From an optimization exercise on the open Yosys and OpenROAD flow, aimed at small area, a short achievable clock period and few clock cycles per item; shortcuts taken in it are not production practice.
The RTL was checked by simulation tests, not by an equivalence proof against the original design.
Power figures rest on the tool's default switching activity, not on a simulated workload.

[flow/run.sh]
#!/bin/bash
# The standard layout, with the port buffers made from the smallest plain
# buffer instead of the delay buffer buffer_ports picks by default; the
# resizer upsizes them where timing or slew needs it.
set -euo pipefail
export BUFFER_PORTS_ARGS="-buffer_cell sky130_fd_sc_hd__buf_1"
bash standard.sh finish > standard.log 2>&1
[constraint.sdc]
create_clock -name core_clock -period 8.0 [get_ports {clk}]
set_input_delay 1.6000 -clock core_clock [delete_from_list [all_inputs] [get_ports {clk}]]
set_output_delay 1.6000 -clock core_clock [all_outputs]
set_load 0.01 [all_outputs]
[standard.sh]
#!/bin/bash
# synth_recipe.tcl (not shown) runs the flow's synth.tcl, then flattens the netlist and writes it again
# the make line also repeats each setting of config.mk as NAME=value (left out here)
make -C /OpenROAD-flow-scripts/flow DESIGN_CONFIG=/design/flow/config.mk WORK_HOME=/design/flow/orfs CLKGATE_MAP_FILE= SYNTH_SCRIPT=/design/flow/synth_recipe.tcl "${@:-finish}"
[design.v]
package lsp_pkg;
	typedef logic [16-1:0] lsp_t;
	typedef logic [$clog2(16)-1:0] lsp_index_t;
	function automatic lsp_t lsp_codebook(input int row, input int entry);
		lsp_codebook = 16'hffff;
		case (row)
			0:
				case (entry)
					0: lsp_codebook = 800;
					1: lsp_codebook = 1000;
					2: lsp_codebook = 1200;
					3: lsp_codebook = 1400;
					4: lsp_codebook = 1600;
					5: lsp_codebook = 1800;
					6: lsp_codebook = 2000;
					7: lsp_codebook = 2200;
					8: lsp_codebook = 2400;
					9: lsp_codebook = 2600;
					10: lsp_codebook = 2800;
					11: lsp_codebook = 3000;
					12: lsp_codebook = 3200;
					13: lsp_codebook = 3400;
					14: lsp_codebook = 3600;
					15: lsp_codebook = 3800;
					default: lsp_codebook = 16'hffff;
				endcase
			1:
				case (entry)
					0: lsp_codebook = 1600;
					1: lsp_codebook = 1900;
					2: lsp_codebook = 2200;
					3: lsp_codebook = 2500;
					4: lsp_codebook = 2800;
					5: lsp_codebook = 3100;
					6: lsp_codebook = 3400;
					7: lsp_codebook = 3700;
					8: lsp_codebook = 4000;
					9: lsp_codebook = 4300;
					10: lsp_codebook = 4600;
					11: lsp_codebook = 4900;
					12: lsp_codebook = 5200;
					13: lsp_codebook = 5500;
					14: lsp_codebook = 5800;
					15: lsp_codebook = 6100;
					default: lsp_codebook = 16'hffff;
				endcase
			2:
				case (entry)
					0: lsp_codebook = 3000;
					1: lsp_codebook = 3400;
					2: lsp_codebook = 3800;
					3: lsp_codebook = 4200;
					4: lsp_codebook = 4600;
					5: lsp_codebook = 5000;
					6: lsp_codebook = 5400;
					7: lsp_codebook = 5800;
					8: lsp_codebook = 6200;
					9: lsp_codebook = 6600;
					10: lsp_codebook = 7000;
					11: lsp_codebook = 7400;
					12: lsp_codebook = 7800;
					13: lsp_codebook = 8200;
					14: lsp_codebook = 8600;
					15: lsp_codebook = 9000;
					default: lsp_codebook = 16'hffff;
				endcase
			3:
				case (entry)
					0: lsp_codebook = 4000;
					1: lsp_codebook = 4500;
					2: lsp_codebook = 5000;
					3: lsp_codebook = 5500;
					4: lsp_codebook = 6000;
					5: lsp_codebook = 6500;
					6: lsp_codebook = 7000;
					7: lsp_codebook = 7500;
					8: lsp_codebook = 8000;
					9: lsp_codebook = 8500;
					10: lsp_codebook = 9000;
					11: lsp_codebook = 9500;
					12: lsp_codebook = 10000;
					13: lsp_codebook = 10500;
					14: lsp_codebook = 11000;
					15: lsp_codebook = 11500;
					default: lsp_codebook = 16'hffff;
				endcase
			4:
				case (entry)
					0: lsp_codebook = 6000;
					1: lsp_codebook = 6600;
					2: lsp_codebook = 7200;
					3: lsp_codebook = 7800;
					4: lsp_codebook = 8400;
					5: lsp_codebook = 9000;
					6: lsp_codebook = 9600;
					7: lsp_codebook = 10200;
					8: lsp_codebook = 10800;
					9: lsp_codebook = 11400;
					10: lsp_codebook = 12000;
					11: lsp_codebook = 12600;
					12: lsp_codebook = 13200;
					13: lsp_codebook = 13800;
					14: lsp_codebook = 14400;
					15: lsp_codebook = 15000;
					default: lsp_codebook = 16'hffff;
				endcase
			5:
				case (entry)
					0: lsp_codebook = 8000;
					1: lsp_codebook = 8700;
					2: lsp_codebook = 9400;
					3: lsp_codebook = 10100;
					4: lsp_codebook = 10800;
					5: lsp_codebook = 11500;
					6: lsp_codebook = 12200;
					7: lsp_codebook = 12900;
					8: lsp_codebook = 13600;
					9: lsp_codebook = 14300;
					10: lsp_codebook = 15000;
					11: lsp_codebook = 15700;
					12: lsp_codebook = 16400;
					13: lsp_codebook = 17100;
					14: lsp_codebook = 17800;
					15: lsp_codebook = 18500;
					default: lsp_codebook = 16'hffff;
				endcase
			6:
				case (entry)
					0: lsp_codebook = 10000;
					1: lsp_codebook = 10800;
					2: lsp_codebook = 11600;
					3: lsp_codebook = 12400;
					4: lsp_codebook = 13200;
					5: lsp_codebook = 14000;
					6: lsp_codebook = 14800;
					7: lsp_codebook = 15600;
					8: lsp_codebook = 16400;
					9: lsp_codebook = 17200;
					10: lsp_codebook = 18000;
					11: lsp_codebook = 18800;
					12: lsp_codebook = 19600;
					13: lsp_codebook = 20400;
					14: lsp_codebook = 21200;
					15: lsp_codebook = 22000;
					default: lsp_codebook = 16'hffff;
				endcase
			7:
				case (entry)
					0: lsp_codebook = 14000;
					1: lsp_codebook = 15200;
					2: lsp_codebook = 16400;
					3: lsp_codebook = 17600;
					4: lsp_codebook = 18800;
					5: lsp_codebook = 20000;
					6: lsp_codebook = 21200;
					7: lsp_codebook = 22400;
					default: lsp_codebook = 16'hffff;
				endcase
			8:
				case (entry)
					0: lsp_codebook = 18000;
					1: lsp_codebook = 19500;
					2: lsp_codebook = 21000;
					3: lsp_codebook = 22500;
					4: lsp_codebook = 24000;
					5: lsp_codebook = 25500;
					6: lsp_codebook = 27000;
					7: lsp_codebook = 28500;
					default: lsp_codebook = 16'hffff;
				endcase
			9:
				case (entry)
					0: lsp_codebook = 24000;
					1: lsp_codebook = 28000;
					2: lsp_codebook = 32000;
					3: lsp_codebook = 36000;
					default: lsp_codebook = 16'hffff;
				endcase
			default: lsp_codebook = 16'hffff;
		endcase
	endfunction
	function automatic int lsp_cb_size(input int row);
		if (row < 7)
			lsp_cb_size = 16;
		else if (row < 9)
			lsp_cb_size = 8;
		else
			lsp_cb_size = 4;
	endfunction
	function automatic int lsp_index_bits(input int row);
		if (row < 7)
			lsp_index_bits = 4;
		else if (row < 9)
			lsp_index_bits = 3;
		else
			lsp_index_bits = 2;
	endfunction
endpackage
package frame_pkg;
	typedef enum logic [1:0]
	{
		IDLE,
		QUANT,
		DONE
	} enc_state_t;
	typedef logic [48-1:0] frame_bits_t;
	typedef logic [8-1:0] woe_index_t;
endpackage
module lsp_lane0
(
	input  logic [15:0] value,
	output logic [3:0] gray
);
	logic n21, n22, n23, n24, n25, n26, n27,
		n28, n29, n30, n31, n32, n33, n34, n35,
		n36, n37, n38, n39, n40, n41, n42, n43,
		n44, n45, n46, n47, n48, n49, n50, n51,
		n52, n53, n54, n55, n56, n57, n58, n59,
		n60, n61, n62, n64, n65, n66, n67, n68,
		n69, n70, n71, n72, n73, n74, n75, n76,
		n77, n78, n79, n80, n81, n82, n83, n84,
		n85, n87, n88, n89, n90, n91, n92, n93,
		n94, n95, n96, n97, n99, n100, n101;
	assign n21 = value[8] & value[10];
	assign n22 = ~value[5] & ~value[8];
	assign n23 = ~value[0] & ~value[1];
	assign n24 = value[2] & ~n23;
	assign n25 = ~value[3] & ~n24;
	assign n26 = value[5] & value[8];
	assign n27 = ~value[4] & ~n26;
	assign n28 = n25 & n27;
	assign n29 = ~n22 & ~n28;
	assign n30 = value[6] & value[7];
	assign n31 = n29 & n30;
	assign n32 = ~n21 & ~n31;
	assign n33 = ~value[9] & ~n32;
	assign n34 = value[4] & ~n22;
	assign n35 = ~n25 & n34;
	assign n36 = ~n26 & ~n35;
	assign n37 = value[6] & ~n36;
	assign n38 = ~value[7] & value[9];
	assign n39 = ~n21 & n38;
	assign n40 = ~n37 & n39;
	assign n41 = ~value[8] & ~value[10];
	assign n42 = value[11] & ~n41;
	assign n43 = ~n40 & n42;
	assign n44 = ~n33 & n43;
	assign n45 = ~value[6] & ~n29;
	assign n46 = value[7] & ~n41;
	assign n47 = ~n45 & n46;
	assign n48 = ~value[9] & value[10];
	assign n49 = ~value[11] & ~n21;
	assign n50 = ~n48 & n49;
	assign n51 = ~n47 & n50;
	assign n52 = ~value[12] & ~value[13];
	assign n53 = ~value[14] & ~value[15];
	assign n54 = n52 & n53;
	assign n55 = ~value[6] & ~value[7];
	assign n56 = n36 & n55;
	assign n57 = ~value[8] & value[10];
	assign n58 = ~value[9] & ~n57;
	assign n59 = ~n42 & n58;
	assign n60 = ~n56 & n59;
	assign n61 = n54 & ~n60;
	assign n62 = ~n51 & n61;
	assign gray[0] = ~n44 & n62;
	assign n64 = value[3] & n24;
	assign n65 = ~value[4] & ~n64;
	assign n66 = value[6] & ~value[11];
	assign n67 = ~value[7] & ~n66;
	assign n68 = value[5] & ~n67;
	assign n69 = ~n65 & n68;
	assign n70 = value[7] & ~value[11];
	assign n71 = ~n30 & ~n70;
	assign n72 = value[8] & n71;
	assign n73 = ~n69 & n72;
	assign n74 = ~value[5] & n71;
	assign n75 = n65 & n74;
	assign n76 = ~value[8] & ~n67;
	assign n77 = ~n75 & n76;
	assign n78 = ~n73 & ~n77;
	assign n79 = gray[0] & n78;
	assign n80 = ~value[10] & ~value[11];
	assign n81 = value[10] & value[11];
	assign n82 = ~n80 & ~n81;
	assign n83 = value[9] & n82;
	assign n84 = ~n48 & ~n83;
	assign n85 = n54 & ~n84;
	assign gray[1] = ~n79 & n85;
	assign n87 = value[4] & n64;
	assign n88 = ~value[5] & ~n87;
	assign n89 = value[8] & n30;
	assign n90 = ~n88 & n89;
	assign n91 = ~value[9] & ~value[11];
	assign n92 = ~n90 & n91;
	assign n93 = ~value[9] & n22;
	assign n94 = n55 & n93;
	assign n95 = ~n87 & n94;
	assign n96 = ~n82 & ~n95;
	assign n97 = n54 & ~n96;
	assign gray[2] = ~n92 & n97;
	assign n99 = n31 & n87;
	assign n100 = n59 & ~n99;
	assign n101 = value[11] & ~n100;
	assign gray[3] = ~n54 | n101;
endmodule
module lsp_lane1
(
	input  logic [15:0] value,
	output logic [3:0] gray
);
	logic n21, n22, n23, n24, n25, n26, n27,
		n28, n29, n30, n31, n32, n33, n34, n35,
		n36, n37, n38, n39, n40, n41, n42, n43,
		n44, n45, n46, n47, n48, n49, n50, n51,
		n52, n53, n54, n55, n56, n57, n58, n59,
		n60, n61, n62, n63, n64, n65, n66, n67,
		n68, n69, n70, n71, n72, n73, n74, n75,
		n76, n77, n78, n79, n80, n82, n83, n84,
		n85, n86, n87, n88, n89, n90, n91, n92,
		n93, n94, n95, n96, n97, n98, n99,
		n100, n101, n102, n103, n104, n105, n106,
		n107, n109, n110, n111, n112, n113, n114,
		n115, n116, n117, n118, n119, n120, n122,
		n123, n124, n125, n126;
	assign n21 = ~value[13] & ~value[14];
	assign n22 = ~value[15] & n21;
	assign n23 = ~value[12] & n22;
	assign n24 = value[9] & value[10];
	assign n25 = ~value[11] & n24;
	assign n26 = n23 & n25;
	assign n27 = value[4] & value[6];
	assign n28 = value[7] & n27;
	assign n29 = value[0] & value[1];
	assign n30 = value[2] & n29;
	assign n31 = ~value[3] & ~n30;
	assign n32 = n28 & ~n31;
	assign n33 = value[5] & value[6];
	assign n34 = value[7] & n33;
	assign n35 = ~value[8] & ~n34;
	assign n36 = ~n32 & n35;
	assign n37 = n26 & ~n36;
	assign n38 = value[8] & value[9];
	assign n39 = value[4] & value[5];
	assign n40 = value[2] & value[3];
	assign n41 = n29 & n40;
	assign n42 = n39 & n41;
	assign n43 = ~value[6] & ~value[7];
	assign n44 = value[10] & n43;
	assign n45 = ~n42 & n44;
	assign n46 = n38 & ~n45;
	assign n47 = value[7] & value[9];
	assign n48 = ~value[10] & n47;
	assign n49 = ~value[5] & ~value[6];
	assign n50 = ~value[4] & n49;
	assign n51 = ~n41 & n50;
	assign n52 = n48 & ~n51;
	assign n53 = ~value[11] & value[12];
	assign n54 = n22 & n53;
	assign n55 = ~n52 & n54;
	assign n56 = ~n46 & n55;
	assign n57 = ~n37 & ~n56;
	assign n58 = value[5] & ~value[10];
	assign n59 = value[4] & n58;
	assign n60 = ~n34 & ~n59;
	assign n61 = ~n28 & n31;
	assign n62 = ~n60 & ~n61;
	assign n63 = ~value[10] & ~n43;
	assign n64 = ~value[8] & ~value[9];
	assign n65 = ~n63 & n64;
	assign n66 = ~n62 & n65;
	assign n67 = ~n57 & ~n66;
	assign n68 = ~n28 & ~n58;
	assign n69 = n41 & ~n68;
	assign n70 = n60 & ~n63;
	assign n71 = ~n69 & n70;
	assign n72 = value[8] & ~n71;
	assign n73 = value[11] & n23;
	assign n74 = n31 & n50;
	assign n75 = n48 & ~n74;
	assign n76 = n73 & n75;
	assign n77 = n72 & n76;
	assign n78 = ~value[9] & n73;
	assign n79 = ~n72 & n78;
	assign n80 = ~n77 & ~n79;
	assign gray[0] = n67 | ~n80;
	assign n82 = ~value[2] & ~n29;
	assign n83 = ~value[3] & n82;
	assign n84 = n39 & ~n83;
	assign n85 = ~value[6] & ~n84;
	assign n86 = value[7] & ~n85;
	assign n87 = value[10] & n86;
	assign n88 = ~value[4] & n83;
	assign n89 = ~value[9] & ~value[10];
	assign n90 = ~value[7] & ~value[8];
	assign n91 = n49 & n90;
	assign n92 = n89 & n91;
	assign n93 = n88 & n92;
	assign n94 = value[10] & ~n64;
	assign n95 = n73 & ~n94;
	assign n96 = ~n93 & n95;
	assign n97 = ~n87 & n96;
	assign n98 = value[8] & n33;
	assign n99 = ~n88 & n98;
	assign n100 = value[7] & value[8];
	assign n101 = n89 & ~n100;
	assign n102 = ~n99 & n101;
	assign n103 = value[4] & ~n83;
	assign n104 = n91 & ~n103;
	assign n105 = n24 & ~n104;
	assign n106 = n54 & ~n105;
	assign n107 = ~n102 & n106;
	assign gray[1] = n97 | n107;
	assign n109 = value[3] & ~n82;
	assign n110 = n27 & n109;
	assign n111 = ~n33 & n90;
	assign n112 = ~value[10] & n111;
	assign n113 = ~n110 & n112;
	assign n114 = n73 & ~n89;
	assign n115 = ~n113 & n114;
	assign n116 = ~value[6] & ~n109;
	assign n117 = n38 & ~n116;
	assign n118 = n86 & n117;
	assign n119 = ~value[10] & n54;
	assign n120 = ~n118 & n119;
	assign gray[2] = n115 | n120;
	assign n122 = ~value[7] & n50;
	assign n123 = ~n109 & n122;
	assign n124 = value[10] & value[11];
	assign n125 = n38 & n124;
	assign n126 = ~n123 & n125;
	assign gray[3] = ~n23 | n126;
endmodule
module lsp_lane2
(
	input  logic [15:0] value,
	output logic [3:0] gray
);
	logic n21, n22, n23, n24, n25, n26, n27,
		n28, n29, n30, n31, n32, n33, n34, n35,
		n36, n37, n38, n39, n40, n41, n42, n43,
		n44, n45, n46, n47, n48, n49, n50, n51,
		n52, n53, n54, n55, n56, n57, n58, n59,
		n60, n61, n62, n63, n64, n65, n66, n67,
		n68, n69, n70, n71, n72, n73, n74, n75,
		n76, n77, n78, n79, n80, n81, n82, n83,
		n84, n85, n86, n87, n88, n89, n90, n91,
		n92, n93, n94, n95, n96, n97, n99,
		n100, n101, n102, n103, n104, n105, n106,
		n107, n108, n109, n110, n111, n112, n113,
		n115, n116, n117, n118, n119, n120, n121,
		n122, n124, n125, n126, n127, n128;
	assign n21 = ~value[0] & ~value[1];
	assign n22 = ~value[2] & ~value[3];
	assign n23 = n21 & n22;
	assign n24 = value[4] & value[5];
	assign n25 = ~n23 & n24;
	assign n26 = ~value[6] & ~value[7];
	assign n27 = ~value[9] & n26;
	assign n28 = ~n25 & n27;
	assign n29 = ~value[4] & ~value[5];
	assign n30 = n23 & n29;
	assign n31 = value[12] & n30;
	assign n32 = n28 & n31;
	assign n33 = value[10] & value[12];
	assign n34 = ~n32 & ~n33;
	assign n35 = ~value[4] & ~value[6];
	assign n36 = n23 & n35;
	assign n37 = ~value[5] & ~value[6];
	assign n38 = ~n36 & ~n37;
	assign n39 = ~value[8] & ~value[9];
	assign n40 = ~value[7] & n39;
	assign n41 = ~n38 & n40;
	assign n42 = value[8] & value[9];
	assign n43 = value[6] & n42;
	assign n44 = ~n30 & n43;
	assign n45 = value[7] & n42;
	assign n46 = ~n44 & ~n45;
	assign n47 = ~n41 & n46;
	assign n48 = ~n34 & n47;
	assign n49 = ~value[10] & n39;
	assign n50 = value[11] & ~n49;
	assign n51 = ~n48 & n50;
	assign n52 = ~value[14] & ~value[15];
	assign n53 = ~value[13] & n52;
	assign n54 = value[12] & n53;
	assign n55 = ~value[6] & n39;
	assign n56 = n30 & n55;
	assign n57 = value[10] & value[11];
	assign n58 = n53 & n57;
	assign n59 = ~n40 & n58;
	assign n60 = ~n56 & n59;
	assign n61 = n38 & n45;
	assign n62 = n60 & ~n61;
	assign n63 = ~n54 & ~n62;
	assign n64 = n51 & ~n63;
	assign n65 = value[4] & ~n23;
	assign n66 = ~value[5] & ~n65;
	assign n67 = ~value[10] & ~n42;
	assign n68 = ~value[6] & n67;
	assign n69 = n66 & n68;
	assign n70 = ~value[9] & n67;
	assign n71 = ~value[7] & n67;
	assign n72 = ~n70 & ~n71;
	assign n73 = ~n69 & n72;
	assign n74 = ~value[4] & n23;
	assign n75 = value[5] & value[6];
	assign n76 = value[7] & value[8];
	assign n77 = n75 & n76;
	assign n78 = ~n74 & n77;
	assign n79 = ~value[9] & ~value[11];
	assign n80 = ~n78 & n79;
	assign n81 = value[6] & ~value[10];
	assign n82 = ~n30 & n81;
	assign n83 = value[8] & ~value[10];
	assign n84 = ~n82 & ~n83;
	assign n85 = ~n80 & n84;
	assign n86 = n73 & ~n85;
	assign n87 = ~n63 & n86;
	assign n88 = ~n74 & n75;
	assign n89 = ~value[7] & ~value[8];
	assign n90 = ~n88 & n89;
	assign n91 = value[9] & ~n90;
	assign n92 = ~value[10] & ~value[11];
	assign n93 = ~value[12] & value[13];
	assign n94 = n52 & n93;
	assign n95 = n92 & n94;
	assign n96 = ~n91 & n95;
	assign n97 = ~n87 & ~n96;
	assign gray[0] = n64 | ~n97;
	assign n99 = ~value[8] & n26;
	assign n100 = n66 & n99;
	assign n101 = value[9] & n58;
	assign n102 = ~n100 & n101;
	assign n103 = value[6] & ~n66;
	assign n104 = value[7] & n103;
	assign n105 = n39 & n95;
	assign n106 = ~n104 & n105;
	assign n107 = ~n102 & ~n106;
	assign n108 = n40 & ~n103;
	assign n109 = ~value[11] & ~n108;
	assign n110 = n54 & n73;
	assign n111 = ~n109 & n110;
	assign n112 = n107 & ~n111;
	assign n113 = n54 & n92;
	assign gray[1] = ~n112 | n113;
	assign n115 = ~n28 & ~n39;
	assign n116 = n92 & ~n115;
	assign n117 = ~value[6] & ~value[9];
	assign n118 = ~n25 & n117;
	assign n119 = ~value[9] & ~n76;
	assign n120 = n57 & ~n119;
	assign n121 = ~n118 & n120;
	assign n122 = n54 & ~n121;
	assign gray[2] = ~n116 & n122;
	assign n124 = ~value[7] & ~n25;
	assign n125 = ~n47 & ~n124;
	assign n126 = ~n34 & n125;
	assign n127 = value[11] & value[12];
	assign n128 = n53 & ~n127;
	assign gray[3] = n126 | ~n128;
endmodule
module lsp_lane3
(
	input  logic [15:0] value,
	output logic [3:0] gray
);
	logic n21, n22, n23, n24, n25, n26, n27,
		n28, n29, n30, n31, n32, n33, n34, n35,
		n36, n37, n38, n39, n40, n41, n42, n43,
		n44, n45, n46, n47, n48, n49, n50, n51,
		n52, n53, n54, n55, n56, n57, n58, n59,
		n60, n61, n62, n63, n64, n65, n66, n67,
		n68, n69, n70, n71, n73, n74, n75, n76,
		n77, n78, n79, n80, n81, n82, n83, n84,
		n85, n86, n87, n88, n89, n90, n92, n93,
		n94, n95, n96, n97, n98, n99, n100,
		n101, n102, n104, n105, n106, n107, n108,
		n109;
	assign n21 = ~value[14] & ~value[15];
	assign n22 = ~value[12] & value[13];
	assign n23 = n21 & n22;
	assign n24 = ~value[5] & ~value[6];
	assign n25 = n23 & ~n24;
	assign n26 = ~value[7] & ~value[8];
	assign n27 = ~n25 & n26;
	assign n28 = ~value[5] & ~n23;
	assign n29 = value[7] & ~n28;
	assign n30 = ~value[6] & ~value[8];
	assign n31 = ~n29 & n30;
	assign n32 = value[0] & value[1];
	assign n33 = ~value[2] & ~n32;
	assign n34 = value[3] & ~n33;
	assign n35 = value[4] & n34;
	assign n36 = ~value[11] & ~n35;
	assign n37 = n31 & n36;
	assign n38 = ~n27 & ~n37;
	assign n39 = value[5] & value[6];
	assign n40 = ~n23 & ~n39;
	assign n41 = value[11] & ~n40;
	assign n42 = ~value[4] & ~n34;
	assign n43 = n41 & ~n42;
	assign n44 = ~value[9] & ~n43;
	assign n45 = ~n38 & n44;
	assign n46 = ~value[13] & n21;
	assign n47 = value[12] & n46;
	assign n48 = value[5] & value[7];
	assign n49 = value[8] & n48;
	assign n50 = ~n47 & n49;
	assign n51 = ~value[3] & n33;
	assign n52 = value[4] & value[6];
	assign n53 = value[11] & n52;
	assign n54 = ~n51 & n53;
	assign n55 = value[9] & n54;
	assign n56 = n50 & n55;
	assign n57 = ~n23 & ~n47;
	assign n58 = ~n56 & ~n57;
	assign n59 = ~n45 & n58;
	assign n60 = ~value[11] & n23;
	assign n61 = ~value[4] & n51;
	assign n62 = value[5] & ~n61;
	assign n63 = n60 & ~n62;
	assign n64 = ~value[7] & ~n54;
	assign n65 = ~n61 & ~n64;
	assign n66 = ~n41 & n47;
	assign n67 = ~n65 & n66;
	assign n68 = ~n63 & ~n67;
	assign n69 = value[10] & ~n68;
	assign n70 = ~n59 & ~n69;
	assign n71 = value[10] & n59;
	assign gray[0] = ~n70 & ~n71;
	assign n73 = value[2] & n32;
	assign n74 = value[3] & n73;
	assign n75 = ~value[4] & ~n74;
	assign n76 = n31 & n75;
	assign n77 = value[9] & ~n27;
	assign n78 = ~n76 & n77;
	assign n79 = ~value[10] & ~n78;
	assign n80 = ~value[11] & ~n79;
	assign n81 = ~value[9] & ~n50;
	assign n82 = n52 & n74;
	assign n83 = ~n81 & n82;
	assign n84 = n26 & ~n39;
	assign n85 = n47 & n84;
	assign n86 = value[9] & ~n85;
	assign n87 = ~value[10] & value[11];
	assign n88 = ~n86 & n87;
	assign n89 = ~n83 & n88;
	assign n90 = ~n80 & ~n89;
	assign gray[1] = ~n57 & ~n90;
	assign n92 = ~value[3] & ~n73;
	assign n93 = value[4] & ~n92;
	assign n94 = n26 & ~n93;
	assign n95 = value[9] & value[10];
	assign n96 = ~n94 & n95;
	assign n97 = ~n84 & n96;
	assign n98 = ~value[11] & ~n97;
	assign n99 = n47 & ~n98;
	assign n100 = ~n24 & n95;
	assign n101 = n60 & ~n100;
	assign n102 = ~n96 & n101;
	assign gray[2] = n99 | n102;
	assign n104 = value[6] & ~n92;
	assign n105 = ~n52 & n84;
	assign n106 = ~n104 & n105;
	assign n107 = value[11] & value[12];
	assign n108 = n95 & n107;
	assign n109 = ~n106 & n108;
	assign gray[3] = ~n46 | n109;
endmodule
module lsp_lane4
(
	input  logic [15:0] value,
	output logic [3:0] gray
);
	logic n21, n22, n23, n24, n25, n26, n27,
		n28, n29, n30, n31, n32, n33, n34, n35,
		n36, n37, n38, n39, n40, n41, n42, n43,
		n44, n45, n46, n47, n48, n49, n50, n51,
		n52, n53, n54, n55, n56, n57, n58, n59,
		n60, n61, n62, n63, n64, n65, n66, n67,
		n68, n69, n70, n71, n72, n73, n74, n75,
		n76, n77, n78, n80, n81, n82, n83, n84,
		n85, n86, n87, n88, n89, n90, n91, n92,
		n93, n94, n95, n96, n97, n98, n99,
		n100, n101, n102, n103, n104, n105, n106,
		n107, n108, n109, n110, n112, n113, n114,
		n115, n116, n117, n119, n120, n121, n122,
		n123;
	assign n21 = ~value[14] & ~value[15];
	assign n22 = ~value[13] & n21;
	assign n23 = value[11] & n22;
	assign n24 = value[10] & ~n23;
	assign n25 = value[13] & n21;
	assign n26 = ~value[10] & ~n25;
	assign n27 = ~n24 & ~n26;
	assign n28 = value[6] & value[8];
	assign n29 = ~value[0] & ~value[1];
	assign n30 = value[2] & ~n29;
	assign n31 = value[3] & n30;
	assign n32 = ~value[4] & ~n31;
	assign n33 = value[5] & ~n32;
	assign n34 = value[13] & ~n33;
	assign n35 = n28 & ~n34;
	assign n36 = value[11] & ~n35;
	assign n37 = ~value[5] & ~value[7];
	assign n38 = n32 & n37;
	assign n39 = ~n36 & ~n38;
	assign n40 = ~value[6] & ~value[8];
	assign n41 = value[7] & value[8];
	assign n42 = value[11] & ~n41;
	assign n43 = ~n40 & ~n42;
	assign n44 = ~value[9] & ~n43;
	assign n45 = ~n39 & n44;
	assign n46 = n27 & ~n45;
	assign n47 = value[5] & value[11];
	assign n48 = ~value[5] & ~value[11];
	assign n49 = value[4] & ~n48;
	assign n50 = n31 & n49;
	assign n51 = ~n47 & ~n50;
	assign n52 = ~value[9] & n40;
	assign n53 = n51 & n52;
	assign n54 = ~value[11] & n25;
	assign n55 = ~n23 & ~n54;
	assign n56 = ~value[7] & ~value[8];
	assign n57 = ~value[9] & n56;
	assign n58 = ~n55 & ~n57;
	assign n59 = ~n53 & n58;
	assign n60 = ~n27 & ~n59;
	assign n61 = value[12] & ~n60;
	assign n62 = ~n46 & n61;
	assign n63 = value[7] & ~value[11];
	assign n64 = ~value[9] & ~n63;
	assign n65 = n28 & ~n64;
	assign n66 = ~n51 & n65;
	assign n67 = ~value[9] & ~value[10];
	assign n68 = ~value[10] & n42;
	assign n69 = ~n67 & ~n68;
	assign n70 = ~n66 & ~n69;
	assign n71 = ~n33 & n40;
	assign n72 = value[9] & value[10];
	assign n73 = ~value[11] & ~n56;
	assign n74 = n72 & n73;
	assign n75 = ~n71 & n74;
	assign n76 = ~value[12] & n25;
	assign n77 = ~n75 & n76;
	assign n78 = ~n70 & n77;
	assign gray[0] = n62 | n78;
	assign n80 = ~value[3] & ~n30;
	assign n81 = value[4] & ~n80;
	assign n82 = ~value[6] & ~n81;
	assign n83 = n37 & n82;
	assign n84 = value[8] & ~n83;
	assign n85 = value[9] & n84;
	assign n86 = value[12] & ~n85;
	assign n87 = ~value[5] & ~n81;
	assign n88 = value[6] & ~n87;
	assign n89 = n57 & ~n88;
	assign n90 = value[10] & ~n89;
	assign n91 = ~n86 & n90;
	assign n92 = n54 & ~n91;
	assign n93 = ~value[4] & n80;
	assign n94 = value[5] & ~n93;
	assign n95 = value[6] & n94;
	assign n96 = value[7] & n81;
	assign n97 = n95 & n96;
	assign n98 = ~value[8] & ~value[10];
	assign n99 = ~n97 & n98;
	assign n100 = value[12] & ~n67;
	assign n101 = n23 & n100;
	assign n102 = ~n99 & n101;
	assign n103 = ~n92 & ~n102;
	assign n104 = ~value[6] & ~n94;
	assign n105 = n41 & ~n104;
	assign n106 = ~n82 & n105;
	assign n107 = ~value[9] & ~n106;
	assign n108 = value[11] & n76;
	assign n109 = ~n107 & n108;
	assign n110 = n91 & n109;
	assign gray[1] = ~n103 | n110;
	assign n112 = n72 & n105;
	assign n113 = ~value[10] & n56;
	assign n114 = ~n95 & n113;
	assign n115 = ~n67 & ~n114;
	assign n116 = ~n112 & n115;
	assign n117 = ~n103 & ~n116;
	assign gray[2] = n76 | n117;
	assign n119 = value[8] & ~n93;
	assign n120 = n67 & ~n119;
	assign n121 = ~n84 & n120;
	assign n122 = value[11] & ~n121;
	assign n123 = n76 & ~n122;
	assign gray[3] = ~n22 & ~n123;
endmodule
module lsp_lane5
(
	input  logic [15:0] value,
	output logic [3:0] gray
);
	logic n21, n22, n23, n24, n25, n26, n27,
		n28, n29, n30, n31, n32, n33, n34, n35,
		n36, n37, n38, n39, n40, n41, n42, n43,
		n44, n45, n46, n47, n48, n49, n50, n51,
		n52, n53, n54, n55, n56, n57, n58, n59,
		n60, n61, n62, n63, n64, n65, n66, n67,
		n68, n69, n70, n71, n72, n73, n74, n75,
		n76, n77, n78, n79, n80, n81, n82, n83,
		n84, n86, n87, n88, n89, n90, n91, n92,
		n93, n94, n95, n96, n97, n98, n99,
		n100, n101, n102, n103, n104, n105, n106,
		n107, n108, n109, n110, n111, n112, n113,
		n114, n115, n116, n117, n118, n119, n121,
		n122, n123, n124, n125, n126, n127, n128,
		n129, n131, n132, n133, n134;
	assign n21 = value[0] & value[1];
	assign n22 = value[2] & n21;
	assign n23 = ~value[3] & ~n22;
	assign n24 = value[4] & ~n23;
	assign n25 = value[5] & value[6];
	assign n26 = value[8] & value[9];
	assign n27 = value[7] & n26;
	assign n28 = n25 & n27;
	assign n29 = n24 & n28;
	assign n30 = ~value[4] & n23;
	assign n31 = ~value[9] & ~value[10];
	assign n32 = ~value[7] & n31;
	assign n33 = ~value[6] & n32;
	assign n34 = ~value[5] & n33;
	assign n35 = n30 & n34;
	assign n36 = ~value[8] & n31;
	assign n37 = ~value[10] & value[11];
	assign n38 = ~n36 & ~n37;
	assign n39 = ~n35 & n38;
	assign n40 = ~n29 & ~n39;
	assign n41 = ~value[7] & ~value[8];
	assign n42 = value[3] & n22;
	assign n43 = value[4] & n42;
	assign n44 = n25 & n43;
	assign n45 = n41 & ~n44;
	assign n46 = value[11] & ~n40;
	assign n47 = ~value[5] & ~value[6];
	assign n48 = ~value[4] & ~n42;
	assign n49 = n47 & n48;
	assign n50 = n27 & ~n49;
	assign n51 = ~n43 & n47;
	assign n52 = value[7] & ~n51;
	assign n53 = n36 & ~n52;
	assign n54 = ~value[11] & ~n53;
	assign n55 = ~n50 & ~n54;
	assign n56 = value[9] & value[10];
	assign n57 = n41 & n47;
	assign n58 = ~n24 & n57;
	assign n59 = n56 & ~n58;
	assign n60 = ~n55 & ~n59;
	assign n61 = ~n46 & ~n60;
	assign n62 = ~n45 & n61;
	assign n63 = ~n40 & ~n62;
	assign n64 = value[7] & n25;
	assign n65 = ~n30 & n64;
	assign n66 = ~value[8] & ~n65;
	assign n67 = ~n63 & ~n66;
	assign n68 = n25 & ~n48;
	assign n69 = n32 & ~n68;
	assign n70 = ~value[11] & ~value[12];
	assign n71 = ~value[13] & value[14];
	assign n72 = ~value[15] & n71;
	assign n73 = n70 & n72;
	assign n74 = ~n36 & n73;
	assign n75 = ~n69 & n74;
	assign n76 = ~n67 & n75;
	assign n77 = ~value[14] & ~value[15];
	assign n78 = value[12] & value[13];
	assign n79 = n77 & n78;
	assign n80 = ~n63 & n79;
	assign n81 = ~value[12] & value[13];
	assign n82 = n77 & n81;
	assign n83 = ~n61 & n82;
	assign n84 = ~n80 & ~n83;
	assign gray[0] = n76 | ~n84;
	assign n86 = ~value[2] & ~n21;
	assign n87 = value[3] & ~n86;
	assign n88 = ~value[4] & ~n87;
	assign n89 = value[5] & ~n88;
	assign n90 = ~value[6] & ~value[8];
	assign n91 = ~value[7] & ~value[9];
	assign n92 = n90 & n91;
	assign n93 = ~n89 & n92;
	assign n94 = value[10] & ~n93;
	assign n95 = n73 & ~n94;
	assign n96 = ~value[10] & ~value[11];
	assign n97 = ~n27 & n96;
	assign n98 = ~value[3] & n86;
	assign n99 = value[6] & ~n98;
	assign n100 = value[4] & n99;
	assign n101 = ~n25 & ~n100;
	assign n102 = ~value[5] & ~n87;
	assign n103 = n26 & ~n102;
	assign n104 = ~n101 & n103;
	assign n105 = n97 & ~n104;
	assign n106 = value[11] & n56;
	assign n107 = ~value[5] & n88;
	assign n108 = value[6] & ~n107;
	assign n109 = n41 & ~n108;
	assign n110 = n106 & ~n109;
	assign n111 = n82 & ~n110;
	assign n112 = value[4] & value[5];
	assign n113 = n87 & n112;
	assign n114 = n33 & ~n113;
	assign n115 = value[11] & ~n36;
	assign n116 = n79 & n115;
	assign n117 = ~n114 & n116;
	assign n118 = ~n111 & ~n117;
	assign n119 = ~n105 & ~n118;
	assign gray[1] = n95 | n119;
	assign n121 = ~n98 & n112;
	assign n122 = n90 & ~n121;
	assign n123 = ~n41 & n106;
	assign n124 = ~n122 & n123;
	assign n125 = n79 & ~n124;
	assign n126 = value[7] & ~n101;
	assign n127 = n36 & ~n126;
	assign n128 = value[11] & n82;
	assign n129 = ~n127 & n128;
	assign gray[2] = n125 | n129;
	assign n131 = n96 & ~n99;
	assign n132 = ~n108 & n131;
	assign n133 = n78 & ~n97;
	assign n134 = ~n132 & n133;
	assign gray[3] = ~n77 | n134;
endmodule
module lsp_lane6
(
	input  logic [15:0] value,
	output logic [3:0] gray
);
	logic n21, n22, n23, n24, n25, n26, n27,
		n28, n29, n30, n31, n32, n33, n34, n35,
		n36, n37, n38, n39, n40, n41, n42, n43,
		n44, n45, n46, n47, n48, n49, n50, n51,
		n52, n53, n54, n55, n56, n57, n58, n59,
		n60, n61, n62, n63, n64, n65, n66, n67,
		n68, n69, n70, n71, n72, n73, n74, n75,
		n77, n78, n79, n80, n81, n82, n83, n84,
		n85, n86, n87, n88, n89, n90, n91, n92,
		n93, n94, n95, n96, n97, n98, n99,
		n100, n101, n102, n103, n104, n106, n107,
		n108, n109, n110, n111, n112, n114, n115,
		n116, n117, n118, n119, n120, n121;
	assign n21 = value[10] & value[12];
	assign n22 = value[11] & n21;
	assign n23 = value[13] & ~value[15];
	assign n24 = ~value[14] & n23;
	assign n25 = ~n22 & n24;
	assign n26 = ~value[3] & ~value[4];
	assign n27 = ~value[1] & ~value[2];
	assign n28 = ~value[0] & n27;
	assign n29 = n26 & n28;
	assign n30 = value[5] & ~n29;
	assign n31 = ~value[6] & ~value[7];
	assign n32 = ~n30 & n31;
	assign n33 = value[8] & ~n32;
	assign n34 = ~value[9] & ~n33;
	assign n35 = n21 & ~n34;
	assign n36 = value[5] & value[6];
	assign n37 = ~n29 & n36;
	assign n38 = ~value[7] & ~n37;
	assign n39 = value[12] & ~n38;
	assign n40 = ~value[10] & ~n39;
	assign n41 = value[8] & value[9];
	assign n42 = ~n40 & n41;
	assign n43 = ~value[6] & ~n30;
	assign n44 = value[7] & ~n43;
	assign n45 = ~value[10] & ~value[12];
	assign n46 = ~value[8] & ~value[9];
	assign n47 = n45 & n46;
	assign n48 = ~n44 & n47;
	assign n49 = value[9] & value[10];
	assign n50 = value[7] & n36;
	assign n51 = n49 & n50;
	assign n52 = ~n29 & n51;
	assign n53 = value[11] & ~n52;
	assign n54 = ~n48 & n53;
	assign n55 = ~n42 & n54;
	assign n56 = ~n35 & ~n55;
	assign n57 = n25 & ~n56;
	assign n58 = ~value[9] & n45;
	assign n59 = ~n44 & n58;
	assign n60 = value[14] & ~value[15];
	assign n61 = ~value[13] & n60;
	assign n62 = ~n47 & n61;
	assign n63 = ~n59 & n62;
	assign n64 = ~value[8] & n31;
	assign n65 = ~n30 & n64;
	assign n66 = n49 & ~n65;
	assign n67 = value[11] & ~n66;
	assign n68 = value[8] & ~value[11];
	assign n69 = n52 & n68;
	assign n70 = ~n21 & ~n69;
	assign n71 = ~value[7] & n46;
	assign n72 = ~n37 & n71;
	assign n73 = ~n70 & ~n72;
	assign n74 = ~n67 & ~n73;
	assign n75 = n63 & n74;
	assign gray[0] = n57 | n75;
	assign n77 = value[11] & value[12];
	assign n78 = ~value[5] & n29;
	assign n79 = value[6] & value[7];
	assign n80 = ~n78 & n79;
	assign n81 = n45 & ~n80;
	assign n82 = ~n77 & ~n81;
	assign n83 = value[6] & ~n78;
	assign n84 = n71 & ~n83;
	assign n85 = ~n82 & ~n84;
	assign n86 = ~value[11] & ~value[12];
	assign n87 = ~value[5] & n31;
	assign n88 = n29 & n87;
	assign n89 = n41 & ~n88;
	assign n90 = n45 & ~n89;
	assign n91 = ~n86 & ~n90;
	assign n92 = n25 & n91;
	assign n93 = ~n85 & n92;
	assign n94 = ~value[7] & ~n83;
	assign n95 = n68 & ~n94;
	assign n96 = ~n86 & ~n95;
	assign n97 = n46 & ~n80;
	assign n98 = value[10] & ~n97;
	assign n99 = ~n96 & ~n98;
	assign n100 = ~value[10] & ~value[11];
	assign n101 = ~value[9] & n100;
	assign n102 = value[12] & ~n101;
	assign n103 = n61 & ~n102;
	assign n104 = ~n99 & n103;
	assign gray[1] = n93 | n104;
	assign n106 = n61 & ~n91;
	assign n107 = ~value[5] & ~value[8];
	assign n108 = n100 & n107;
	assign n109 = n31 & n108;
	assign n110 = n29 & n109;
	assign n111 = n24 & n102;
	assign n112 = ~n110 & n111;
	assign gray[2] = n106 | n112;
	assign n114 = ~value[5] & ~value[6];
	assign n115 = n29 & n114;
	assign n116 = value[7] & ~n115;
	assign n117 = ~value[8] & ~n116;
	assign n118 = value[13] & n77;
	assign n119 = n49 & n118;
	assign n120 = ~n117 & n119;
	assign n121 = ~value[14] & ~value[15];
	assign gray[3] = n120 | ~n121;
endmodule
module lsp_lane7
(
	input  logic [15:0] value,
	output logic [3:0] gray
);
	logic n22, n23, n24, n25, n26, n27, n28,
		n29, n30, n31, n32, n33, n34, n35, n36,
		n37, n38, n39, n40, n41, n42, n43, n44,
		n45, n46, n47, n48, n49, n50, n51, n52,
		n53, n54, n55, n56, n57, n58, n59, n60,
		n61, n62, n63, n64, n65, n66, n67, n68,
		n69, n70, n71, n72, n73, n75, n76, n77,
		n78, n79, n80, n81, n82, n83, n84, n85,
		n86, n87, n88, n89, n90, n91, n92, n94,
		n95, n96, n97, n98, n99, n100, n101;
	assign n22 = ~value[0] & ~value[1];
	assign n23 = ~value[2] & ~value[4];
	assign n24 = n22 & n23;
	assign n25 = ~value[3] & ~value[4];
	assign n26 = value[5] & ~n25;
	assign n27 = ~n24 & n26;
	assign n28 = value[6] & value[9];
	assign n29 = ~value[12] & n28;
	assign n30 = n27 & n29;
	assign n31 = ~value[7] & ~value[8];
	assign n32 = value[9] & ~value[12];
	assign n33 = ~n31 & n32;
	assign n34 = value[9] & value[10];
	assign n35 = ~n33 & ~n34;
	assign n36 = ~n30 & n35;
	assign n37 = ~value[6] & ~value[7];
	assign n38 = value[12] & value[14];
	assign n39 = n37 & n38;
	assign n40 = ~n27 & n39;
	assign n41 = ~value[8] & value[12];
	assign n42 = value[14] & n41;
	assign n43 = ~value[10] & value[14];
	assign n44 = ~n42 & ~n43;
	assign n45 = ~n40 & n44;
	assign n46 = n36 & ~n45;
	assign n47 = ~n24 & ~n25;
	assign n48 = ~value[9] & ~value[10];
	assign n49 = n37 & n48;
	assign n50 = ~value[5] & n49;
	assign n51 = ~n47 & n50;
	assign n52 = value[11] & value[12];
	assign n53 = value[13] & n52;
	assign n54 = ~value[8] & n48;
	assign n55 = n53 & ~n54;
	assign n56 = ~n51 & n55;
	assign n57 = ~n46 & ~n56;
	assign n58 = ~value[13] & ~value[15];
	assign n59 = ~value[11] & n58;
	assign n60 = ~value[14] & ~value[15];
	assign n61 = ~n59 & ~n60;
	assign n62 = ~n57 & ~n61;
	assign n63 = ~value[12] & value[14];
	assign n64 = n58 & n63;
	assign n65 = value[11] & ~n48;
	assign n66 = n64 & n65;
	assign n67 = value[7] & value[8];
	assign n68 = value[6] & n67;
	assign n69 = ~value[10] & ~n68;
	assign n70 = n66 & ~n69;
	assign n71 = ~value[5] & ~value[10];
	assign n72 = ~n47 & n71;
	assign n73 = n70 & ~n72;
	assign gray[0] = n62 | n73;
	assign n75 = ~n56 & ~n73;
	assign n76 = ~n46 & n75;
	assign n77 = n31 & n48;
	assign n78 = ~value[2] & n22;
	assign n79 = value[3] & value[4];
	assign n80 = value[5] & n79;
	assign n81 = ~n78 & n80;
	assign n82 = value[6] & n81;
	assign n83 = n77 & ~n82;
	assign n84 = value[10] & n67;
	assign n85 = n81 & n84;
	assign n86 = value[6] & n84;
	assign n87 = ~n34 & ~n86;
	assign n88 = ~n85 & n87;
	assign n89 = ~n83 & n88;
	assign n90 = n61 & ~n73;
	assign n91 = ~n89 & ~n90;
	assign n92 = ~n76 & n91;
	assign gray[1] = n64 | n92;
	assign n94 = ~n78 & n79;
	assign n95 = ~value[5] & n37;
	assign n96 = ~n94 & n95;
	assign n97 = value[8] & value[9];
	assign n98 = value[10] & n97;
	assign n99 = ~n96 & n98;
	assign n100 = ~value[12] & n59;
	assign n101 = ~n99 & n100;
	assign gray[2] = ~n60 & ~n101;
	assign gray[3] = 1'b0;
endmodule
module lsp_lane8
(
	input  logic [15:0] value,
	output logic [3:0] gray
);
	logic n22, n23, n24, n25, n26, n27, n28,
		n29, n30, n31, n32, n33, n34, n35, n36,
		n37, n38, n39, n40, n41, n42, n43, n44,
		n45, n46, n47, n48, n49, n50, n51, n52,
		n53, n54, n55, n56, n57, n58, n59, n61,
		n62, n63, n64, n65, n66, n67, n68, n69,
		n70, n71, n72, n73, n74, n75, n76, n77,
		n78, n79, n80, n82, n83, n84, n85, n86,
		n87, n88, n89, n90, n91, n92;
	assign n22 = ~value[11] & ~value[13];
	assign n23 = ~value[9] & ~value[10];
	assign n24 = value[11] & value[13];
	assign n25 = n23 & ~n24;
	assign n26 = ~value[7] & ~value[13];
	assign n27 = value[8] & ~n26;
	assign n28 = n25 & ~n27;
	assign n29 = value[7] & value[13];
	assign n30 = ~value[8] & ~n29;
	assign n31 = value[4] & value[7];
	assign n32 = value[0] & value[1];
	assign n33 = value[2] & n32;
	assign n34 = ~value[4] & ~value[13];
	assign n35 = value[3] & ~n34;
	assign n36 = n33 & n35;
	assign n37 = ~n31 & ~n36;
	assign n38 = value[5] & ~n37;
	assign n39 = ~value[6] & ~n38;
	assign n40 = ~n30 & ~n39;
	assign n41 = n28 & ~n40;
	assign n42 = ~value[12] & ~n41;
	assign n43 = ~n22 & ~n42;
	assign n44 = value[5] & value[6];
	assign n45 = ~value[3] & ~n33;
	assign n46 = ~value[4] & n45;
	assign n47 = value[11] & ~n46;
	assign n48 = n31 & ~n45;
	assign n49 = ~n47 & ~n48;
	assign n50 = n44 & ~n49;
	assign n51 = ~value[9] & n30;
	assign n52 = ~n50 & n51;
	assign n53 = ~n22 & ~n24;
	assign n54 = value[10] & ~n53;
	assign n55 = ~n52 & n54;
	assign n56 = value[14] & ~value[15];
	assign n57 = ~value[12] & n22;
	assign n58 = n56 & ~n57;
	assign n59 = ~n55 & n58;
	assign gray[0] = ~n43 & n59;
	assign n61 = value[8] & value[9];
	assign n62 = value[7] & value[9];
	assign n63 = ~value[2] & ~n32;
	assign n64 = value[3] & ~n63;
	assign n65 = ~value[5] & ~value[6];
	assign n66 = ~value[4] & n65;
	assign n67 = ~n64 & n66;
	assign n68 = n62 & ~n67;
	assign n69 = ~n61 & ~n68;
	assign n70 = value[10] & ~n69;
	assign n71 = ~value[11] & ~value[12];
	assign n72 = ~n70 & n71;
	assign n73 = value[4] & n64;
	assign n74 = ~value[7] & n65;
	assign n75 = ~n73 & n74;
	assign n76 = value[10] & n61;
	assign n77 = ~n75 & n76;
	assign n78 = ~value[12] & ~n77;
	assign n79 = ~value[13] & ~n78;
	assign n80 = ~n72 & ~n79;
	assign gray[1] = n58 & ~n80;
	assign n82 = ~value[3] & n63;
	assign n83 = value[4] & ~n82;
	assign n84 = ~value[5] & ~n83;
	assign n85 = value[6] & n62;
	assign n86 = ~n84 & n85;
	assign n87 = ~value[10] & ~n61;
	assign n88 = ~n86 & n87;
	assign n89 = ~n22 & ~n88;
	assign n90 = ~n42 & n89;
	assign n91 = ~value[13] & ~n90;
	assign n92 = value[14] & ~n91;
	assign gray[2] = value[15] | n92;
	assign gray[3] = 1'b0;
endmodule
module lsp_lane9
(
	input  logic [15:0] value,
	output logic [3:0] gray
);
	logic n22, n23, n24, n25, n26, n27, n28,
		n29, n30, n31, n32, n33, n34, n35, n36,
		n37, n38, n39, n40, n41, n42, n43, n44,
		n45, n47, n48, n49, n50, n51, n52, n53;
	assign n22 = value[9] & value[10];
	assign n23 = ~value[11] & ~n22;
	assign n24 = ~value[12] & n23;
	assign n25 = ~value[0] & ~value[1];
	assign n26 = ~value[2] & ~value[3];
	assign n27 = n25 & n26;
	assign n28 = value[4] & ~n27;
	assign n29 = ~value[5] & ~n28;
	assign n30 = ~value[6] & n29;
	assign n31 = value[8] & value[10];
	assign n32 = value[7] & n31;
	assign n33 = ~n30 & n32;
	assign n34 = n24 & ~n33;
	assign n35 = value[13] & value[14];
	assign n36 = ~value[15] & n35;
	assign n37 = ~n34 & n36;
	assign n38 = value[6] & value[7];
	assign n39 = value[10] & n38;
	assign n40 = ~n29 & n39;
	assign n41 = ~value[13] & ~value[14];
	assign n42 = value[15] & n41;
	assign n43 = ~n31 & n42;
	assign n44 = n24 & n43;
	assign n45 = ~n40 & n44;
	assign gray[0] = n37 | n45;
	assign n47 = value[5] & n28;
	assign n48 = ~value[6] & ~value[7];
	assign n49 = ~n47 & n48;
	assign n50 = n31 & ~n49;
	assign n51 = n23 & ~n50;
	assign n52 = value[12] & n35;
	assign n53 = ~n51 & n52;
	assign gray[1] = value[15] | n53;
	assign gray[2] = 1'b0;
	assign gray[3] = 1'b0;
endmodule
module lsp_scalar_quantizer
#(
	parameter int unsigned lane_num = 0
)
(
	input  lsp_pkg::lsp_t value,
	output lsp_pkg::lsp_index_t gray
);
	case (lane_num)
		0: begin : g_l0 lsp_lane0 u_lane (.value(value), .gray(gray)); end
		1: begin : g_l1 lsp_lane1 u_lane (.value(value), .gray(gray)); end
		2: begin : g_l2 lsp_lane2 u_lane (.value(value), .gray(gray)); end
		3: begin : g_l3 lsp_lane3 u_lane (.value(value), .gray(gray)); end
		4: begin : g_l4 lsp_lane4 u_lane (.value(value), .gray(gray)); end
		5: begin : g_l5 lsp_lane5 u_lane (.value(value), .gray(gray)); end
		6: begin : g_l6 lsp_lane6 u_lane (.value(value), .gray(gray)); end
		7: begin : g_l7 lsp_lane7 u_lane (.value(value), .gray(gray)); end
		8: begin : g_l8 lsp_lane8 u_lane (.value(value), .gray(gray)); end
		9: begin : g_l9 lsp_lane9 u_lane (.value(value), .gray(gray)); end
		default: begin : g_none assign gray = '0; end
	endcase
endmodule
module frame_packer
(
	input  logic [10*16-1:0] lsp_in,
	input  logic voiced_first,
	input  logic voiced_second,
	input  frame_pkg::woe_index_t woe_index,
	output frame_pkg::frame_bits_t frame_word
);
	localparam int iw = $clog2(16);
	logic [10*iw-1:0] lane_gray;
	for (genvar g = 0; g < 10; g++)
	begin : g_lane
		lsp_scalar_quantizer #(.lane_num(g)) u_quant
		(
			.value (lsp_in[g*16 +: 16]),
			.gray (lane_gray[g*iw +: iw])
		);
	end
	always_comb
	begin
		int pos;
		frame_word = '0;
		frame_word[48-1] = voiced_first;
		frame_word[48-2] = voiced_second;
		frame_word[48-3 -: 8] = woe_index ^ (woe_index >> 1);
		pos = 48 - 2 - 8;
		for (int l = 0; l < 10; l++)
		begin
			pos = pos - lsp_pkg::lsp_index_bits(l);
			for (int b = 0; b < lsp_pkg::lsp_index_bits(l); b++)
				frame_word[pos + b] = lane_gray[l*iw + b];
		end
	end
endmodule
module codec2_frame_encoder
(
	input  logic clk,
	input  logic rst,
	input  logic start,
	input  logic [10*16-1:0] lsp_in,
	input  logic voiced_first,
	input  logic voiced_second,
	input  frame_pkg::woe_index_t woe_index,
	output frame_pkg::frame_bits_t encoded_bits,
	output logic done_frame
);
	logic busy;
	logic accept;
	frame_pkg::frame_bits_t frame_word;
	frame_pkg::frame_bits_t word_q;
	assign accept = start && !busy;
	frame_packer u_packer
	(
		.lsp_in (lsp_in),
		.voiced_first (voiced_first),
		.voiced_second (voiced_second),
		.woe_index (woe_index),
		.frame_word (frame_word)
	);
	always_ff @(posedge clk or negedge rst)
	begin
		if (!rst)
		begin
			busy <= 1'b0;
			done_frame <= 1'b0;
			word_q <= '0;
		end
		else
		begin
			busy <= accept;
			if (accept)
				done_frame <= 1'b1;
			if (accept)
				word_q <= frame_word;
		end
	end
	assign encoded_bits = word_q;
endmodule
[config.mk]
export PLATFORM = sky130hd
export DESIGN_NAME = codec2_frame_encoder
export DESIGN_NICKNAME = codec2_frame_encoder
export VERILOG_FILES = /design/flow/design.v
export SDC_FILE = /design/flow/constraint.sdc
export NUM_CORES = 4
export LEC_CHECK = 0
export ABC_AREA = 1
export CAP_MARGIN = 20
export CORE_MARGIN = 2
export CORE_UTILIZATION = 40
export SETUP_SLACK_MARGIN = 5
export SLEW_MARGIN = 20
==> results of run 1 <==
[report_power, final]
group	total (W)	switching (W)	leakage, nW	internal [W]
Sequential	0.000284	0.0000156	0.577	0.000269
Clock	0.000216	0.0000912	0.0772	0.000125
Combinational	0.000250	0.000164	2.11	0.0000860
[critical path: stages]
cell and delay [ns]:
buf_1 0.07, inv_1 0.10, nor2_4 0.04, inv_1 0.33, buf_4 0.38, nor3_1 0.11
a22o_1 0.20
[state kept, by name, summed over array words and instances (netlist names)]
name and flops:
word_q 46, done_frame 1, busy 1
[area by class of cell]
type,instances,area share
Multi-Input combinational cell,657,0.527
Sequential cell,48,0.200
Timing Repair Buffer,222,0.141
Inverter,121,0.0757
Tap cell,147,0.0306
Clock buffer,6,0.0231
Clock inverter,2,0.00229
[cells by family after synthesis]
group	after synthesis	share of synthesized area
XOR/XNOR	8	0.0144
flip-flops	48	0.247
buffers and inverters	135	0.106
other	1	0.000770
AO/OA/AOI/OAI	191	0.224
AND/OR/NAND/NOR	454	0.403
adder cells (fa/ha/maj)	2	0.00514
[cells in the mapped netlist, drive strengths merged]
| master | number |
|---|---|
| o21a | 1 |
| o311ai | 3 |
| nor4 | 3 |
| o21ai | 82 |
| dfrtp | 48 |
| inv | 121 |
| or2 | 5 |
| nor2 | 107 |
| a311oi | 1 |
| o2111ai | 3 |
| a211oi | 2 |
| buf | 4 |
| o221ai | 2 |
| o211ai | 10 |
| o22a | 1 |
| nand3 | 74 |
| a21boi | 4 |
| o41ai | 1 |
| a21o | 2 |
| nor3 | 18 |
| xnor2 | 8 |
| o31ai | 5 |
| nand4 | 28 |
| nand3b | 6 |
| nand2 | 211 |
| a21oi | 52 |
| o22ai | 2 |
| clkbuf | 10 |
| o21bai | 2 |
| or3 | 2 |
| ha | 2 |
| a31oi | 17 |
| a22o | 1 |
| conb | 1 |
[metal layers]
layer | vias to the layer above | share of wire | routed length (um)
met5 | - | 0 | 0
met4 | 0 | 0.0093 | 140
met2 | 223 | 0.45 | 6770
met1 | 2742 | 0.46 | 6920
met3 | 14 | 0.080 | 1200
li1 | 3253 | - | -
[per-stage QoR]
stage          worst slack (ns)  power [W]
6_report                   5.35   0.000751
3_5_place_dp               5.04   0.000538
4_1_cts                    5.35   0.000756
5_1_grt                    5.20   0.000808
3_3_place_gp               5.05   0.000541
2_1_floorplan              5.36   0.000428
[how the worst max path moves through the flow]
stage,end,cells past startpoint,start
2_1_floorplan,word_q[27],10,lsp_in[35]
3_3_place_gp,word_q[5],7,start
3_5_place_dp,word_q[5],7,start
4_1_cts,word_q[5],7,start
5_1_grt,word_q[4],8,start
6_report,word_q[5],7,start
==> results.toml, run 1 <==
[run_status]
status = "finished clean"

[hold_path]
whs_path_depth = 2
hold_path_end = "word_q[46]"
hp-class = "reg2reg"
hold_path_startpoint = "word_q[46]"

[worst_setup_path]
crit_type = "in2reg"
rr_worst_depth = 5
rrSetupSlack_ns = 6.46
r2r-end = "word_q[5]"
arrival_ns = 2.83
worstPathRequired_ns = 8.18
worstPathMaxFanout = 29
crit_path_end_kind = "flip-flop"
startpoint_type = "input port"
reg2reg_from = "busy"

[global_route]
first_global_vias = 5497
antenna_found_initial = 0
gr-usage-met3 = 0.0551
gr-usage-met2 = 0.377
grt_usage = 0.229
grt_pass1_wl_mm = 24.9
overflow = 0
grt_max_degree = 50
grt_util_met1 = 0.311
busiest_layer = "met2"

[floorplan]
initial_utilization = 0.407
io_pins = 222
die_y_um = 114
rows = 40
die_w_um = 114
core_area_mm2 = 0.0120
dieArea_mm2 = 0.0131

[clock_tree]
path_clk_slew_ns = 0.07
ctsHoldBuffers = 0
htreeDepth = 2
cts-root-buf = "clkbuf_16"
insertion_delay_ns = 0.28
post_cts.repair.setup_buffers = 0
clockBufferDepth = 2
cts_inserted_buffers = 5
cts_tree = "built"
numClockSinks = 48
ctsResizeCount = 0

[timing]
min_period_over_period = 0.331
drv_slew = 0
worst_slew_pin_slew_ns = 0.620
rsz0062_at_grt = "no"
setup_tns_ns = 0
fmax_ghz = 0.378
fin_crit_ns = 2.65
hold_viol_final = 0
slew-limit-headroom = 0.586
clock_skew_ns = 0.00592
whs_ns = 0.470
finalSetupViolCount = 0

[placement]
placed_area_mm2 = 0.00585
dp_hpwl_mm = 12.4
placed_cells = 1195
io_buffers = 219
gp_congestion = 0.945

[cells_and_area]
drive_gt1_frac = 0.0313
fin_area_mm2 = 0.00600
final_nets = 1230
fin_cells = 1203
layout_common_cells = "buf_1, nand2_1, inv_1"
diodes = 0
seqCellArea_mm2 = 0.00120
areaGrowthSynthToFinish_pct = 23.2
multi_input_area_mm2 = 0.00317
mostFrequentLayoutCell = "buf_1"
postLayoutCoreUtil = 0.502
fillCellCount = 1288

[logic_synthesis]
synth.area.top_cells = "dfrtp_1, nand2_1, inv_1"
netlist_area_mm2 = 0.00487
synth-seq-cells = 48
synthDistinctLibCells = 45
ys_warn_count = 2
synth_top_area_share = 0.247
yosysSeqAreaShare = 0.247
avgSynthCellArea_um2 = 5.81
synth_cells = 839
synth_top_cell_by_area = "dfrtp_1"

[routing]
drt_wl_total_mm = 15.0
drt_iter0_markers = 741
ant_nets = 0
dr.pass1.iters = 6
vias = 6232
vias_per_cell = 5.18
drc = 0
routedWlPerCell_um = 12.5

[power]
irDropWorstVdd_uv = 96.6
p_per_area_mw_per_mm2 = 125
p_leak_nw = 2.76

[flow_run]
drv_cap = 0
Testbench counts, summed over its fixed seeds: cycles 776, frames 384.
==> run 2: changes to the inputs <==
--- a/config.mk
+++ b/config.mk
@@ -10,4 +10,5 @@
 export CORE_MARGIN = 2
 export CORE_UTILIZATION = 40
+export CTS_BUF_LIST = sky130_fd_sc_hd__clkbuf_8
 export SETUP_SLACK_MARGIN = 5
 export SLEW_MARGIN = 20
==> run 2 against run 1 <==
  * Largest cell class unchanged
  * Still clean on timing, DRC and antenna
  * Clock skew is 0.0034 ns higher
  * Synthesized cell count stayed put
  * Non-clock buffer count unchanged
  * Power shrank 8.2%
  * Combinational power about the same
  * Clock-buffer cell count did not move
  * Via count grew 0.26%
  * Fmax up 0.61%
  * Core utilization fell by 0.47 points
  * Critical path depth unchanged
  * Wire length is 0.19% lower
  * Global-route usage about the same
==> results.toml, run 2 <==
[timing]
rsz0062_at_grt = "no"
drv_slew = 0
min_period_over_period = 0.329
finalSetupViolCount = 0
fmax_ghz = 0.380
setup_tns_ns = 0
worst_slew_pin_slew_ns = 0.619
slew-limit-headroom = 0.587
hold_viol_final = 0
fin_crit_ns = 2.63
clock_skew_ns = 0.00927

[routing]
dr.pass1.iters = 7
drt_iter0_markers = 650
drc = 0
routedWlPerCell_um = 12.5
vias_per_cell = 5.19
vias = 6248
drt_wl_total_mm = 15.0
ant_nets = 0

[cells_and_area]
reg_top3 = "word_q: 46 flops, busy: 1 flops, done_frame: 1 flops"
postLayoutCoreUtil = 0.497
areaGrowthSynthToFinish_pct = 22.1
mostFrequentLayoutCell = "buf_1"
diodes = 0
largest_register_ffs = 46
layout_common_cells = "buf_1, nand2_1, inv_1"
fin_cells = 1203
fillCellCount = 1297
final_nets = 1230
top_register = "word_q"
drive_gt1_frac = 0.0313

[clock_tree]
post_cts.repair.setup_buffers = 0
cts_inserted_buffers = 5
numClockSinks = 48
clockBufferDepth = 2
path_clk_slew_ns = 0.10
insertion_delay_ns = 0.31
cts_tree = "built"
htreeDepth = 2
ctsHoldBuffers = 0
cts-root-buf = "clkbuf_8"
ctsResizeCount = 0

[power]
irDropWorstVdd_uv = 66.0
p_leak_nw = 2.74
p_per_area_mw_per_mm2 = 116
power_w = 0.000689

[worst_setup_path]
rr_worst_depth = 5
worstPathRequired_ns = 8.21
arrival_ns = 2.84
rrSetupSlack_ns = 6.45
worstPathMaxFanout = 29
reg2reg_from = "busy"
critical_path.startpoint = "start"
r2r-end = "word_q[5]"
startpoint_type = "input port"
crit_type = "in2reg"
crit_path_end_kind = "flip-flop"

[logic_synthesis]
synthArstFlopShare = 1.00
synth_top_area_share = 0.247
synth_top_cell_by_area = "dfrtp_1"
synth_edf_count = 0
avgSynthCellArea_um2 = 5.81
synth.most_common_cell = "nand2_1"
synthDistinctLibCells = 45
yosysSeqAreaShare = 0.247
synth-seq-cells = 48
synth_cells = 839
ys_warn_count = 2
netlist_area_mm2 = 0.00487
synth.area.top_cells = "dfrtp_1, nand2_1, inv_1"
synthTopCellsByCount = "nand2_1, inv_1, nor2_1"
synth-main-ff-cell = "dfrtp_1"

[floorplan]
core_area_mm2 = 0.0120
rows = 40
initial_utilization = 0.407
io_pins = 222
die_w_um = 114
die_y_um = 114
dieArea_mm2 = 0.0131

[placement]
io_buffers = 219
dp_hpwl_mm = 12.4
placed_cells = 1195
gp_congestion = 0.945

[global_route]
grt_usage = 0.229
first_global_vias = 5503
overflow = 0
grt_max_degree = 50
antenna_found_initial = 0
grt_pass1_wl_mm = 24.9

[run_status]
status = "finished clean"

[flow_run]
drv_cap = 0

[hold_path]
hp-class = "reg2reg"
hold_path_end = "word_q[46]"
whs_path_depth = 2
hold_path_startpoint = "word_q[46]"
run 2: cell types whose count changed in the layout (fill, tap and decap cells not counted):
cell       previous run  this run
clkbuf_16             5         0
clkbuf_8              1         6
run 2: critical path: stages:
cell,delay (ns)
buf_1,0.07
inv_1,0.10
nor2_4,0.04
inv_1,0.34
buf_4,0.38
nor3_1,0.11
a22o_1,0.20
run 2: cell type report:
| cell class | instances | area (um^2) | share of cell area |
|---|---|---|---|
| inverters | 121 | 454 | 0.0764 |
| repair buffers | 222 | 846 | 0.142 |
| well taps | 147 | 184 | 0.0309 |
| multi-input cells | 657 | 3170 | 0.532 |
| clock inverters | 2 | 13.8 | 0.00231 |
| clock buffers | 6 | 82.6 | 0.0139 |
| flip-flops and latches | 48 | 1200 | 0.202 |
run 2: through the flow:
stage               setup WS [ns]  hold WS (ns)  cell area [um^2]
floorplan                    5.36         0.509              4880
global placement             5.05         0.454              5850
detailed placement           5.04         0.449              5850
CTS                          5.38         0.480              5950
global route                 5.23         0.503              5950
finish                       5.37         0.478              5950
run 2: logic make-up (layout without fill, tap and decap cells):
group / after synthesis / in the layout / share of synthesized area
AOI/OAI and AO/OA: 191 / 191 / 0.224
xor gates and xnor gates: 8 / 8 / 0.0144
adders and majority gates: 2 / 2 / 0.00514
buffers and inverters: 135 / 351 / 0.106
DFF: 48 / 48 / 0.247
other: 1 / 2 / 0.000770
and+or+nand+nor: 454 / 454 / 0.403
run 2: where the power goes:
group	internal [W]	switching, W
combinational	0.0000859	0.000164
clock	0.0000708	0.0000843
sequential	0.000269	0.0000156
run 2: worst max path at each step:
| stage | end |
|---|---|
| floorplan | word_q[27] |
| detailed placement | word_q[5] |
| global route | word_q[4] |
| finish | word_q[5] |
| global placement | word_q[5] |
| CTS | word_q[5] |
run 2: routing by layer:
layer,routed length (um),GRT usage,up-vias
li1,-,-,3255
met1,6890,0.310,2744
met2,6740,0.377,228
met3,1190,0.0519,21
met4,176,0.0447,0
met5,0,0,-

[separate check: timing with driven ports]
How much do the figures lean on ideal ports? The routed layouts below were timed once more, with nothing changed but the port constraints. Step 1: set_driving_cell puts a clkbuf_16 on clk and a buf_2 on each other input, an assumption about the parent block. Step 2 adds t to the input delays and takes it off the output delays; t is the mean of the earliest and latest rising clock arrival at the registers after step 1. Input paths then give back, and output paths get back, about the clock's delay inside the block. a / b / c = ideal / step 1 / step 2; a / b = the first two.
run	shift t [ns]	setup slack, ns	latest minus earliest clock arrival (ns)	slew at the worst register clock pin (ns)	cell pins on the clock port's net
run 1	0.321	5.355 / 5.369 / 5.048	0.009 / 0.009	0.07 / 0.07	1
run 2	0.333	5.371 / 5.379 / 5.046	0.012 / 0.012	0.10 / 0.10	1
After both steps setup and hold are still met in every run listed. The setup slack of run 2, which loses most, moves by +0.008 ns with the drivers and by -0.325 ns with both steps.
